This design comes from an exercise in tuning for small area, a short achievable clock period and few clock cycles per item on the open sky130 flow, not from production work. Where RTL was checked, it was by simulation tests only, not by an equivalence proof against the original. Treat power and IR drop as tool artefacts here; the default activity estimate runs too high for this design.

==> inputs of job 5776 <==
Design trilinear_interp_axis, start of the top module:
module trilinear_interp_axis (
    input  logic         clk,
    input  logic         rstn,
    input  logic         in_valid,
    output logic         in_ready,
    input  logic [7:0]   frac_r,
    input  logic [7:0]   frac_g,
    input  logic [7:0]   frac_b,
    input  logic         mode,
    input  logic [7:0]   in_user,
    input  logic [191:0] pt_nbr,
    output logic         out_valid,
    input  logic         out_ready,
    output logic [23:0]  out_pt,
    output logic [7:0]   out_user
);
Settings: LEC_CHECK=0, ABC_CLOCK_PERIOD_IN_PS=3400, CAP_MARGIN=20, CORE_MARGIN=2, CORE_UTILIZATION=40, SETUP_SLACK_MARGIN=2.6, SLEW_MARGIN=20; clock period 6.0 ns.
run.sh (not shown) runs the stock make flow with config.mk's settings and CLKGATE_MAP_FILE= SYNTH_SCRIPT=/design/flow/synth_recipe.tcl, a recipe that flattens the netlist after the stock synthesis.
==> job 7975: changes against job 5776 <==
--- a/flow/config.mk
+++ b/flow/config.mk
@@ -6,8 +6,8 @@
 export NUM_CORES = 4
 export LEC_CHECK = 0
-export ABC_CLOCK_PERIOD_IN_PS = 3400
+export ABC_CLOCK_PERIOD_IN_PS = 3200
 export CAP_MARGIN = 20
 export CORE_MARGIN = 2
 export CORE_UTILIZATION = 40
-export SETUP_SLACK_MARGIN = 2.6
+export SETUP_SLACK_MARGIN = 2.8
 export SLEW_MARGIN = 20
==> qor summary <==
Placed inst area: job 7975 94600 sq um; job 5776 94600 sq um
Count of multi-input combinational gates: job 7975 4481; job 5776 4480
Result of the run: job 7975 no timing/DRC/antenna violations; job 5776 no timing/DRC/antenna violations
P&R area growth vs syn: job 7975 16.7%; job 5776 15.1%
Detail-routed net length per standard cell: job 7975 22.1 um; job 5776 22.5 um
CLK BUF: job 7975 212; job 5776 217
DRT Wirelength: job 7975 232 mm; job 5776 234 mm
HPWL after detailed placement: job 7975 150 mm; job 5776 153 mm
RePlAce Congestion: job 7975 0.825; job 5776 0.814
Routed met1 length: job 7975 106 mm; job 5776 108 mm
Met2 Track Usage GR: job 7975 0.321; job 5776 0.320
First-pass GRT wire length: job 7975 353 mm; job 5776 352 mm
Worst max-slew margin expressed relative to the limit: job 7975 0.276; job 5776 0.298
Met3 track utilization from global routing: job 7975 0.0362; job 5776 0.0325
Register fraction of the total cell area: job 7975 0.305; job 5776 0.309
Hold Slack: job 7975 321 ps; job 5776 308 ps
Function was not checked in any run of this note: the RTL went through the layout flow alone.

---

==> v36: inputs <==
trilinear_interp_axis, a different RTL version from the one above (not shown whole).
## trilinear_interp_axis
module trilinear_interp_axis (
    input  logic         clk,
    input  logic         rstn,
    input  logic         in_valid,
    output logic         in_ready,
    input  logic [7:0]   frac_r,
    input  logic [7:0]   frac_g,
    input  logic [7:0]   frac_b,
    input  logic         mode,
    input  logic [7:0]   in_user,
    input  logic [191:0] pt_nbr,
    output logic         out_valid,
    input  logic         out_ready,
    output logic [23:0]  out_pt,
    output logic [7:0]   out_user
);
Settings: LEC_CHECK=0, ABC_CLOCK_PERIOD_IN_PS=2900, CAP_MARGIN=20, CORE_MARGIN=2, CORE_UTILIZATION=40, SETUP_SLACK_MARGIN=3.1, SLEW_MARGIN=20, SYNTH_HIERARCHICAL=1, TNS_END_PERCENT=20; clock period 6.0 ns.
standard.sh (not shown) runs the stock make flow with config.mk's settings and CLKGATE_MAP_FILE= SYNTH_SCRIPT=/design/flow/synth_recipe.tcl, a recipe that flattens the netlist after the stock synthesis.
==> flow/flow/run.sh <==
#!/bin/bash
# The standard layout (the standard.sh, unchanged synthesis and steps), with the
# port buffers that global placement inserts made from the smallest buffer cell.
set -o pipefail
export BUFFER_PORTS_ARGS="-buffer_cell sky130_fd_sc_hd__buf_1"
bash standard.sh 2>&1 | tee standard.log
==> inputs of v33, as changes to v36 <==
TNS_END_PERCENT = default   (was 20)
==> impl.org <==
** Layout
- The multi-input combinational cells in the finished layout cover a total of 55,150 µm².
- Clock network contribution to total cell area :: 6.158%
- Area added between synthesis and finish :: 15.54%
- At the end of the flow, the number of nets in the layout was 8,679.

** Run status
- Result of the run :: complete, no violations

** Worst setup path
- Worst Setup Start Kind :: primary input
- Cell count along the critical path :: 4
- Start point of the critical path :: out_ready

** Global route
- Entering global routing, the biggest net connects 69 pins.

** STA
- Transition at the pin with the smallest max-transition slack :: 1.029 ns

** Power and ir drop
the above is filed under v33

==> impl.org <==
** Worst setup path
- STA classifies the critical path startpoint as a flop.
- In this run the number of cells on the critical path is 5.
- In this run the worst setup path begins at st1_q[32]$_DFF_P_.

** Run status
- Result of the run :: complete, no violations

** Layout
- Footprint of the multi-input gates :: 54,920 µm²
- Area added between synthesis and finish :: 14.94%
- At the end of the flow, the number of nets in the layout was 8,644.

** STA
- Transition at the pin with the smallest max-transition slack :: 0.9348 ns
- Of the available clock period, the critical path in the final layout requires 50.40%.
the above is filed under v36

Testbench counts of v36, summed over its fixed seeds: cycles 16,056, items 16,000.
Testbench counts of v33, summed over its fixed seeds: cycles 16,056, items 16,000.

---

==> inputs of branch tundra <==
Another version of the RTL of trilinear_interp_axis (not shown whole).
clock: 6.0 ns
lec_check: 0
abc_clock_period_in_ps: 3000
cap_margin: 20
core_margin: 2
core_utilization: 40
setup_slack_margin: 3.0
slew_margin: 20
run.sh (not shown) runs the stock make flow with config.mk's settings and CLKGATE_MAP_FILE= SYNTH_SCRIPT=/design/flow/synth_recipe.tcl, a recipe that flattens the netlist after the stock synthesis.
Stock flow here: none of the scripts above is used.
==> branch raven: changes against branch tundra <==
--- a/flow/design.v
+++ b/flow/design.v
@@ -20,13 +20,13 @@
     logic [76:0] st4_d, st4_q;
     logic [163:0] st5_d, st5_q;
     logic [4:0] v_q;
     logic [2:0] cnt;
     logic [2:0] wp, rp;
     logic [3:0] mcnt;
-    logic [31:0] mem [5];
+    logic [31:0] mem [6];
     logic [31:0] hd_q;
     wire [8:0] sel_r = {mode & frac_r[7], mode ? {8{frac_r[7]}} : frac_r};
     wire [8:0] sel_g0 = {mode & frac_g[7], mode ? {8{frac_g[7]}} : frac_g};
     wire [8:0] sel_b0 = {mode & frac_b[7], mode ? {8{frac_b[7]}} : frac_b};
     wire r0_m1 = sel_r[0] ? pt_nbr[24] : pt_nbr[0];
     wire r0_m2 = sel_r[0] ? pt_nbr[25] : pt_nbr[1];
@@ -4227,13 +4227,13 @@
     wire del  = hv_q && out_ready;
     wire pop  = !hv_q || out_ready;           
     wire memne = mcnt != '0;
     wire hld  = pop && (memne || arr);        
     wire mrd  = pop && memne;                 
     wire mwr  = arr && !(pop && !memne);      
-    assign in_ready  = (cnt < 3'd6) || (hv_q && out_ready);
+    assign in_ready  = cnt < 3'd7;
     assign out_valid = hv_q;
     assign {out_user, out_pt} = hd_q;
     always_ff @(posedge clk or negedge rstn) begin
         if (!rstn) begin
             v_q  <= '0;
             cnt  <= '0;
@@ -4242,14 +4242,14 @@
             mcnt <= '0;
             hv_q <= 1'b0;
         end else begin
             v_q <= {v_q[3:0], acc};
             cnt  <= cnt + 3'(acc) - 3'(del);
             mcnt <= mcnt + 4'(mwr) - 4'(mrd);
-            if (mwr) wp <= ((wp == 3'd4) ? 3'd0 : wp + 3'd1);
-            if (mrd) rp <= ((rp == 3'd4) ? 3'd0 : rp + 3'd1);
+            if (mwr) wp <= ((wp == 3'd5) ? 3'd0 : wp + 3'd1);
+            if (mrd) rp <= ((rp == 3'd5) ? 3'd0 : rp + 3'd1);
             if (pop) hv_q <= memne || arr;
         end
     end
     always_ff @(posedge clk) begin
         st1_q <= st1_d;
         st2_q <= st2_d;
ABC_CLOCK_PERIOD_IN_PS = 3200   (was 3000)
CORE_UTILIZATION = 55   (was 40)
PLACE_DENSITY = 0.68   (was unset)
SETUP_SLACK_MARGIN = 2.8   (was 3.0)
==> results.txt <==
In critical path depth, branch raven and branch tundra do not differ.
Against branch tundra, the hold slack of branch raven is worse by 0.0046 ns.
Branch raven ran to the end with no violations. Branch tundra passed the timing, DRC and antenna checks.
In branch tundra the global-route usage is lower than in branch raven, by 6.0 points.
No functional check of the RTL was part of any run of this note.

---

==> job 3194 <==
trilinear_interp_axis, a different RTL version from the one above (not shown whole).
clock: 6.0 ns
lec_check: 0
abc_clock_period_in_ps: 3400
cap_margin: 20
core_margin: 2
core_utilization: 40
setup_slack_margin: 2.6
slew_margin: 20
==> job 7115 (differences from job 3194) <==
--- a/flow/design.v
+++ b/flow/design.v
@@ -16,15 +16,14 @@
 );
     logic [529:0] st1_d, st1_q;
     logic [145:0] st2_d, st2_q;
     logic [319:0] st3_d, st3_q;
     logic [76:0] st4_d, st4_q;
     logic [163:0] st5_d, st5_q;
-    logic [4:0] v_q;
-    logic [3:0] cnt, wp, rp;
-    logic [31:0] mem [8];
+    logic [31:0] st6_d, st6_q;
+    logic [5:0] v_q;
     wire [8:0] sel_r = {mode & frac_r[7], mode ? {8{frac_r[7]}} : frac_r};
     wire [8:0] sel_g0 = {mode & frac_g[7], mode ? {8{frac_g[7]}} : frac_g};
     wire [8:0] sel_b0 = {mode & frac_b[7], mode ? {8{frac_b[7]}} : frac_b};
     wire r0_m1 = sel_r[0] ? pt_nbr[24] : pt_nbr[0];
     wire r0_m2 = sel_r[0] ? pt_nbr[25] : pt_nbr[1];
     wire r0_m3 = sel_r[0] ? pt_nbr[26] : pt_nbr[2];
@@ -4214,34 +4213,27 @@
     wire b2_c4180 = (st5_q[159] & st5_q[160]) | (st5_q[159] & st5_q[161]) | (st5_q[160] & st5_q[161]);
     wire b2_s4181 = st5_q[162] ^ st5_q[163];
     wire b2_c4182 = st5_q[162] & st5_q[163];
     wire [17:0] b0_sum4183 = {b0_c4118, b0_s4117, b0_s4115, b0_s4113, b0_s4111, b0_s4109, b0_s4107, b0_s4105, b0_s4103, b0_s4101, b0_s4099, b0_s4097, b0_s4095, b0_s4093, b0_s4091, b0_s4089, b0_s4087, st5_q[17]} + {1'b0, b0_c4116, b0_c4114, b0_c4112, b0_c4110, b0_c4108, b0_c4106, b0_c4104, b0_c4102, b0_c4100, b0_c4098, b0_c4096, b0_c4094, b0_c4092, b0_c4090, b0_c4088, st5_q[21], st5_q[18]};
     wire [17:0] b1_sum4184 = {b1_c4150, b1_s4149, b1_s4147, b1_s4145, b1_s4143, b1_s4141, b1_s4139, b1_s4137, b1_s4135, b1_s4133, b1_s4131, b1_s4129, b1_s4127, b1_s4125, b1_s4123, b1_s4121, b1_s4119, st5_q[66]} + {1'b0, b1_c4148, b1_c4146, b1_c4144, b1_c4142, b1_c4140, b1_c4138, b1_c4136, b1_c4134, b1_c4132, b1_c4130, b1_c4128, b1_c4126, b1_c4124, b1_c4122, b1_c4120, st5_q[70], st5_q[67]};
     wire [17:0] b2_sum4185 = {b2_c4182, b2_s4181, b2_s4179, b2_s4177, b2_s4175, b2_s4173, b2_s4171, b2_s4169, b2_s4167, b2_s4165, b2_s4163, b2_s4161, b2_s4159, b2_s4157, b2_s4155, b2_s4153, b2_s4151, st5_q[115]} + {1'b0, b2_c4180, b2_c4178, b2_c4176, b2_c4174, b2_c4172, b2_c4170, b2_c4168, b2_c4166, b2_c4164, b2_c4162, b2_c4160, b2_c4158, b2_c4156, b2_c4154, b2_c4152, st5_q[119], st5_q[116]};
-    wire [31:0] res = {st5_q[7], st5_q[6], st5_q[5], st5_q[4], st5_q[3], st5_q[2], st5_q[1], st5_q[0], b2_sum4185[17], b2_sum4185[16], b2_sum4185[15], b2_sum4185[14], b2_sum4185[13], b2_sum4185[12], b2_sum4185[11], b2_sum4185[10], b1_sum4184[17], b1_sum4184[16], b1_sum4184[15], b1_sum4184[14], b1_sum4184[13], b1_sum4184[12], b1_sum4184[11], b1_sum4184[10], b0_sum4183[17], b0_sum4183[16], b0_sum4183[15], b0_sum4183[14], b0_sum4183[13], b0_sum4183[12], b0_sum4183[11], b0_sum4183[10]};
-    wire acc = in_valid && in_ready;
-    wire del = out_valid && out_ready;
-    assign in_ready = !cnt[3];
-    assign out_valid = wp != rp;
-    assign {out_user, out_pt} = mem[rp[2:0]];
+    assign st6_d = {b2_sum4185[17], b2_sum4185[16], b2_sum4185[15], b2_sum4185[14], b2_sum4185[13], b2_sum4185[12], b2_sum4185[11], b2_sum4185[10], b1_sum4184[17], b1_sum4184[16], b1_sum4184[15], b1_sum4184[14], b1_sum4184[13], b1_sum4184[12], b1_sum4184[11], b1_sum4184[10], b0_sum4183[17], b0_sum4183[16], b0_sum4183[15], b0_sum4183[14], b0_sum4183[13], b0_sum4183[12], b0_sum4183[11], b0_sum4183[10], st5_q[7], st5_q[6], st5_q[5], st5_q[4], st5_q[3], st5_q[2], st5_q[1], st5_q[0]};
+    assign out_pt = {st6_q[31], st6_q[30], st6_q[29], st6_q[28], st6_q[27], st6_q[26], st6_q[25], st6_q[24], st6_q[23], st6_q[22], st6_q[21], st6_q[20], st6_q[19], st6_q[18], st6_q[17], st6_q[16], st6_q[15], st6_q[14], st6_q[13], st6_q[12], st6_q[11], st6_q[10], st6_q[9], st6_q[8]};
+    assign out_user = {st6_q[7], st6_q[6], st6_q[5], st6_q[4], st6_q[3], st6_q[2], st6_q[1], st6_q[0]};
+    wire ce = !v_q[5] || out_ready;
+    assign in_ready = ce;
+    assign out_valid = v_q[5];
     always_ff @(posedge clk or negedge rstn) begin
-        if (!rstn) begin
-            v_q <= '0;
-            cnt <= '0;
-            wp  <= '0;
-            rp  <= '0;
-        end else begin
-            v_q <= {v_q[3:0], acc};
-            cnt <= cnt + 4'(acc) - 4'(del);
-            if (v_q[4]) wp <= wp + 1'b1;
-            if (del) rp <= rp + 1'b1;
-        end
+        if (!rstn) v_q <= '0;
+        else if (ce) v_q <= {v_q[4:0], in_valid};
     end
     always_ff @(posedge clk) begin
-        st1_q <= st1_d;
-        st2_q <= st2_d;
-        st3_q <= st3_d;
-        st4_q <= st4_d;
-        st5_q <= st5_d;
-        if (v_q[4]) mem[wp[2:0]] <= res;
+        if (ce) begin
+            st1_q <= st1_d;
+            st2_q <= st2_d;
+            st3_q <= st3_d;
+            st4_q <= st4_d;
+            st5_q <= st5_d;
+            st6_q <= st6_d;
+        end
     end
 endmodule
Settings changed: ABC_CLOCK_PERIOD_IN_PS 3400 to 3700, SETUP_SLACK_MARGIN 2.6 to 2.3.
==> job 4828 (differences from job 3194) <==
--- a/flow/design.v
+++ b/flow/design.v
@@ -16,15 +16,14 @@
 );
     logic [529:0] st1_d, st1_q;
     logic [145:0] st2_d, st2_q;
     logic [319:0] st3_d, st3_q;
     logic [76:0] st4_d, st4_q;
     logic [163:0] st5_d, st5_q;
-    logic [4:0] v_q;
-    logic [3:0] cnt, wp, rp;
-    logic [31:0] mem [8];
+    logic [31:0] st6_d, st6_q;
+    logic [5:0] v_q;
     wire [8:0] sel_r = {mode & frac_r[7], mode ? {8{frac_r[7]}} : frac_r};
     wire [8:0] sel_g0 = {mode & frac_g[7], mode ? {8{frac_g[7]}} : frac_g};
     wire [8:0] sel_b0 = {mode & frac_b[7], mode ? {8{frac_b[7]}} : frac_b};
     wire r0_m1 = sel_r[0] ? pt_nbr[24] : pt_nbr[0];
     wire r0_m2 = sel_r[0] ? pt_nbr[25] : pt_nbr[1];
     wire r0_m3 = sel_r[0] ? pt_nbr[26] : pt_nbr[2];
@@ -4214,34 +4213,27 @@
     wire b2_c4180 = (st5_q[159] & st5_q[160]) | (st5_q[159] & st5_q[161]) | (st5_q[160] & st5_q[161]);
     wire b2_s4181 = st5_q[162] ^ st5_q[163];
     wire b2_c4182 = st5_q[162] & st5_q[163];
     wire [17:0] b0_sum4183 = {b0_c4118, b0_s4117, b0_s4115, b0_s4113, b0_s4111, b0_s4109, b0_s4107, b0_s4105, b0_s4103, b0_s4101, b0_s4099, b0_s4097, b0_s4095, b0_s4093, b0_s4091, b0_s4089, b0_s4087, st5_q[17]} + {1'b0, b0_c4116, b0_c4114, b0_c4112, b0_c4110, b0_c4108, b0_c4106, b0_c4104, b0_c4102, b0_c4100, b0_c4098, b0_c4096, b0_c4094, b0_c4092, b0_c4090, b0_c4088, st5_q[21], st5_q[18]};
     wire [17:0] b1_sum4184 = {b1_c4150, b1_s4149, b1_s4147, b1_s4145, b1_s4143, b1_s4141, b1_s4139, b1_s4137, b1_s4135, b1_s4133, b1_s4131, b1_s4129, b1_s4127, b1_s4125, b1_s4123, b1_s4121, b1_s4119, st5_q[66]} + {1'b0, b1_c4148, b1_c4146, b1_c4144, b1_c4142, b1_c4140, b1_c4138, b1_c4136, b1_c4134, b1_c4132, b1_c4130, b1_c4128, b1_c4126, b1_c4124, b1_c4122, b1_c4120, st5_q[70], st5_q[67]};
     wire [17:0] b2_sum4185 = {b2_c4182, b2_s4181, b2_s4179, b2_s4177, b2_s4175, b2_s4173, b2_s4171, b2_s4169, b2_s4167, b2_s4165, b2_s4163, b2_s4161, b2_s4159, b2_s4157, b2_s4155, b2_s4153, b2_s4151, st5_q[115]} + {1'b0, b2_c4180, b2_c4178, b2_c4176, b2_c4174, b2_c4172, b2_c4170, b2_c4168, b2_c4166, b2_c4164, b2_c4162, b2_c4160, b2_c4158, b2_c4156, b2_c4154, b2_c4152, st5_q[119], st5_q[116]};
-    wire [31:0] res = {st5_q[7], st5_q[6], st5_q[5], st5_q[4], st5_q[3], st5_q[2], st5_q[1], st5_q[0], b2_sum4185[17], b2_sum4185[16], b2_sum4185[15], b2_sum4185[14], b2_sum4185[13], b2_sum4185[12], b2_sum4185[11], b2_sum4185[10], b1_sum4184[17], b1_sum4184[16], b1_sum4184[15], b1_sum4184[14], b1_sum4184[13], b1_sum4184[12], b1_sum4184[11], b1_sum4184[10], b0_sum4183[17], b0_sum4183[16], b0_sum4183[15], b0_sum4183[14], b0_sum4183[13], b0_sum4183[12], b0_sum4183[11], b0_sum4183[10]};
-    wire acc = in_valid && in_ready;
-    wire del = out_valid && out_ready;
-    assign in_ready = !cnt[3];
-    assign out_valid = wp != rp;
-    assign {out_user, out_pt} = mem[rp[2:0]];
+    assign st6_d = {b2_sum4185[17], b2_sum4185[16], b2_sum4185[15], b2_sum4185[14], b2_sum4185[13], b2_sum4185[12], b2_sum4185[11], b2_sum4185[10], b1_sum4184[17], b1_sum4184[16], b1_sum4184[15], b1_sum4184[14], b1_sum4184[13], b1_sum4184[12], b1_sum4184[11], b1_sum4184[10], b0_sum4183[17], b0_sum4183[16], b0_sum4183[15], b0_sum4183[14], b0_sum4183[13], b0_sum4183[12], b0_sum4183[11], b0_sum4183[10], st5_q[7], st5_q[6], st5_q[5], st5_q[4], st5_q[3], st5_q[2], st5_q[1], st5_q[0]};
+    assign out_pt = {st6_q[31], st6_q[30], st6_q[29], st6_q[28], st6_q[27], st6_q[26], st6_q[25], st6_q[24], st6_q[23], st6_q[22], st6_q[21], st6_q[20], st6_q[19], st6_q[18], st6_q[17], st6_q[16], st6_q[15], st6_q[14], st6_q[13], st6_q[12], st6_q[11], st6_q[10], st6_q[9], st6_q[8]};
+    assign out_user = {st6_q[7], st6_q[6], st6_q[5], st6_q[4], st6_q[3], st6_q[2], st6_q[1], st6_q[0]};
+    wire ce = !v_q[5] || out_ready;
+    assign in_ready = ce;
+    assign out_valid = v_q[5];
     always_ff @(posedge clk or negedge rstn) begin
-        if (!rstn) begin
-            v_q <= '0;
-            cnt <= '0;
-            wp  <= '0;
-            rp  <= '0;
-        end else begin
-            v_q <= {v_q[3:0], acc};
-            cnt <= cnt + 4'(acc) - 4'(del);
-            if (v_q[4]) wp <= wp + 1'b1;
-            if (del) rp <= rp + 1'b1;
-        end
+        if (!rstn) v_q <= '0;
+        else if (ce) v_q <= {v_q[4:0], in_valid};
     end
     always_ff @(posedge clk) begin
-        st1_q <= st1_d;
-        st2_q <= st2_d;
-        st3_q <= st3_d;
-        st4_q <= st4_d;
-        st5_q <= st5_d;
-        if (v_q[4]) mem[wp[2:0]] <= res;
+        if (ce) begin
+            st1_q <= st1_d;
+            st2_q <= st2_d;
+            st3_q <= st3_d;
+            st4_q <= st4_d;
+            st5_q <= st5_d;
+            st6_q <= st6_d;
+        end
     end
 endmodule
==> comparison table <==
Result of the run: job 3194 no timing/DRC/antenna violations; job 4828 no timing/DRC/antenna violations; job 7115 no timing/DRC/antenna violations
Fraction of area in registers: job 3194 30.78%; job 4828 34.96%; job 7115 35.71%
Most common cell after layout, fill and taps aside: job 3194 sky130_fd_sc_hd__dfxtp_1; job 4828 sky130_fd_sc_hd__edfxtp_1; job 7115 sky130_fd_sc_hd__edfxtp_1
Hold Startpoint: job 3194 st1_q[1]; job 4828 st3_q[19]; job 7115 st3_q[19]
Actual transition at the worst max-transition pin: job 3194 1.094 ns; job 4828 1.231 ns; job 7115 1.250 ns
Overall routed net length: job 3194 239.6 mm; job 4828 246.4 mm; job 7115 235.1 mm
Flip-flop and latch count: job 3194 1492; job 4828 1257; job 7115 1257
Sequential cell area: job 3194 0.03256 mm²; job 4828 0.03772 mm²; job 7115 0.03772 mm²
Async set-or-reset flop fraction in the synthesized netlist: job 3194 1.139%; job 4828 0.4773%; job 7115 0.4773%
WP buf/inv: job 3194 4; job 4828 7; job 7115 2
Slew Limit Headroom: job 3194 26.96%; job 4828 17.92%; job 7115 16.67%
Count of flip-flops with a built-in enable after synthesis: job 3194 256; job 4828 1251; job 7115 1251
CP Capture Type: job 3194 output port; job 4828 flip-flop; job 7115 output port
Final non-filler cell area: job 3194 0.1058 mm²; job 4828 0.1079 mm²; job 7115 0.1056 mm²
Skew-Pair Late Insertion Delay: job 3194 0.87 ns; job 4828 0.82 ns; job 7115 0.82 ns
Met3 demand-to-capacity share in global routing: job 3194 3.478%; job 4828 4.320%; job 7115 3.878%
Worst reg2reg setup slack: job 3194 2.69 ns; job 4828 2.70 ns; job 7115 2.44 ns
Critical path launch point: job 3194 rp[0]; job 4828 mode; job 7115 out_ready
Effective utilization at floorplan: job 3194 40.19%; job 4828 40.11%; job 7115 40.11%
Critical path depth in cells: job 3194 6; job 4828 13; job 7115 3
Die X-Extent: job 3194 481.9 µm; job 4828 489.2 µm; job 7115 489.2 µm
Fraction of area in multi-input gates: job 3194 51.22%; job 4828 48.10%; job 7115 48.65%
Layout clock buffer count: job 3194 221; job 4828 179; job 7115 179
Testbench counts of job 7115, summed over its fixed seeds: cycles 16,048, items 16,000.
Testbench counts of job 4828, summed over its fixed seeds: cycles 16,048, items 16,000.
Function not checked in job 3194: the RTL went through the layout flow alone.

## static timing again, ports no longer ideal
The flow's constraints put no driver on any port. The routed layouts listed below were extracted and timed again, unchanged, in two steps. Step 1 (the two cells are an assumption about what drives the block):
set clk [get_ports {clk}]
set_driving_cell -lib_cell sky130_fd_sc_hd__clkbuf_16 $clk
set_driving_cell -lib_cell sky130_fd_sc_hd__buf_2 [delete_from_list [all_inputs] $clk]
Step 2 adds t to the input delays and takes it off the output delays; t is the mean of the earliest and latest rising clock arrival at the registers after step 1. Input paths then give back, and output paths get back, about the clock's delay inside the block. a / b / c = ideal / step 1 / step 2; a / b = the first two.
run | shift t [ns] | setup WS [ns] | worst register clock-pin slew, ns | pins driven straight from the clock port
job 5776 | 0.903 | 2.547 / 2.604 / 1.701 | 0.07 / 0.07 | 1
job 7975 | 0.887 | 2.664 / 2.717 / 1.829 | 0.06 / 0.06 | 1
v36 | 0.913 | 2.976 / 2.968 / 2.804 | 0.07 / 0.07 | 1
v33 | 0.876 | 3.081 / 3.040 / 2.629 | 0.08 / 0.08 | 1
branch tundra | 0.873 | 2.532 / 2.582 / 1.708 | 0.07 / 0.07 | 1
branch raven | 0.895 | 2.455 / 2.392 / 1.497 | 0.07 / 0.07 | 1
job 3194 | 0.917 | 2.144 / 2.057 / 1.606 | 0.06 / 0.06 | 1
job 7115 | 0.897 | 2.350 / 2.322 / 1.534 | 0.06 / 0.06 | 1
job 4828 | 0.900 | 2.508 / 2.537 / 1.637 | 0.06 / 0.06 | 1
After both steps every run listed still meets setup and hold. The setup slack of branch raven, which loses most, moves by -0.063 ns with the drivers and by -0.958 ns with both steps.
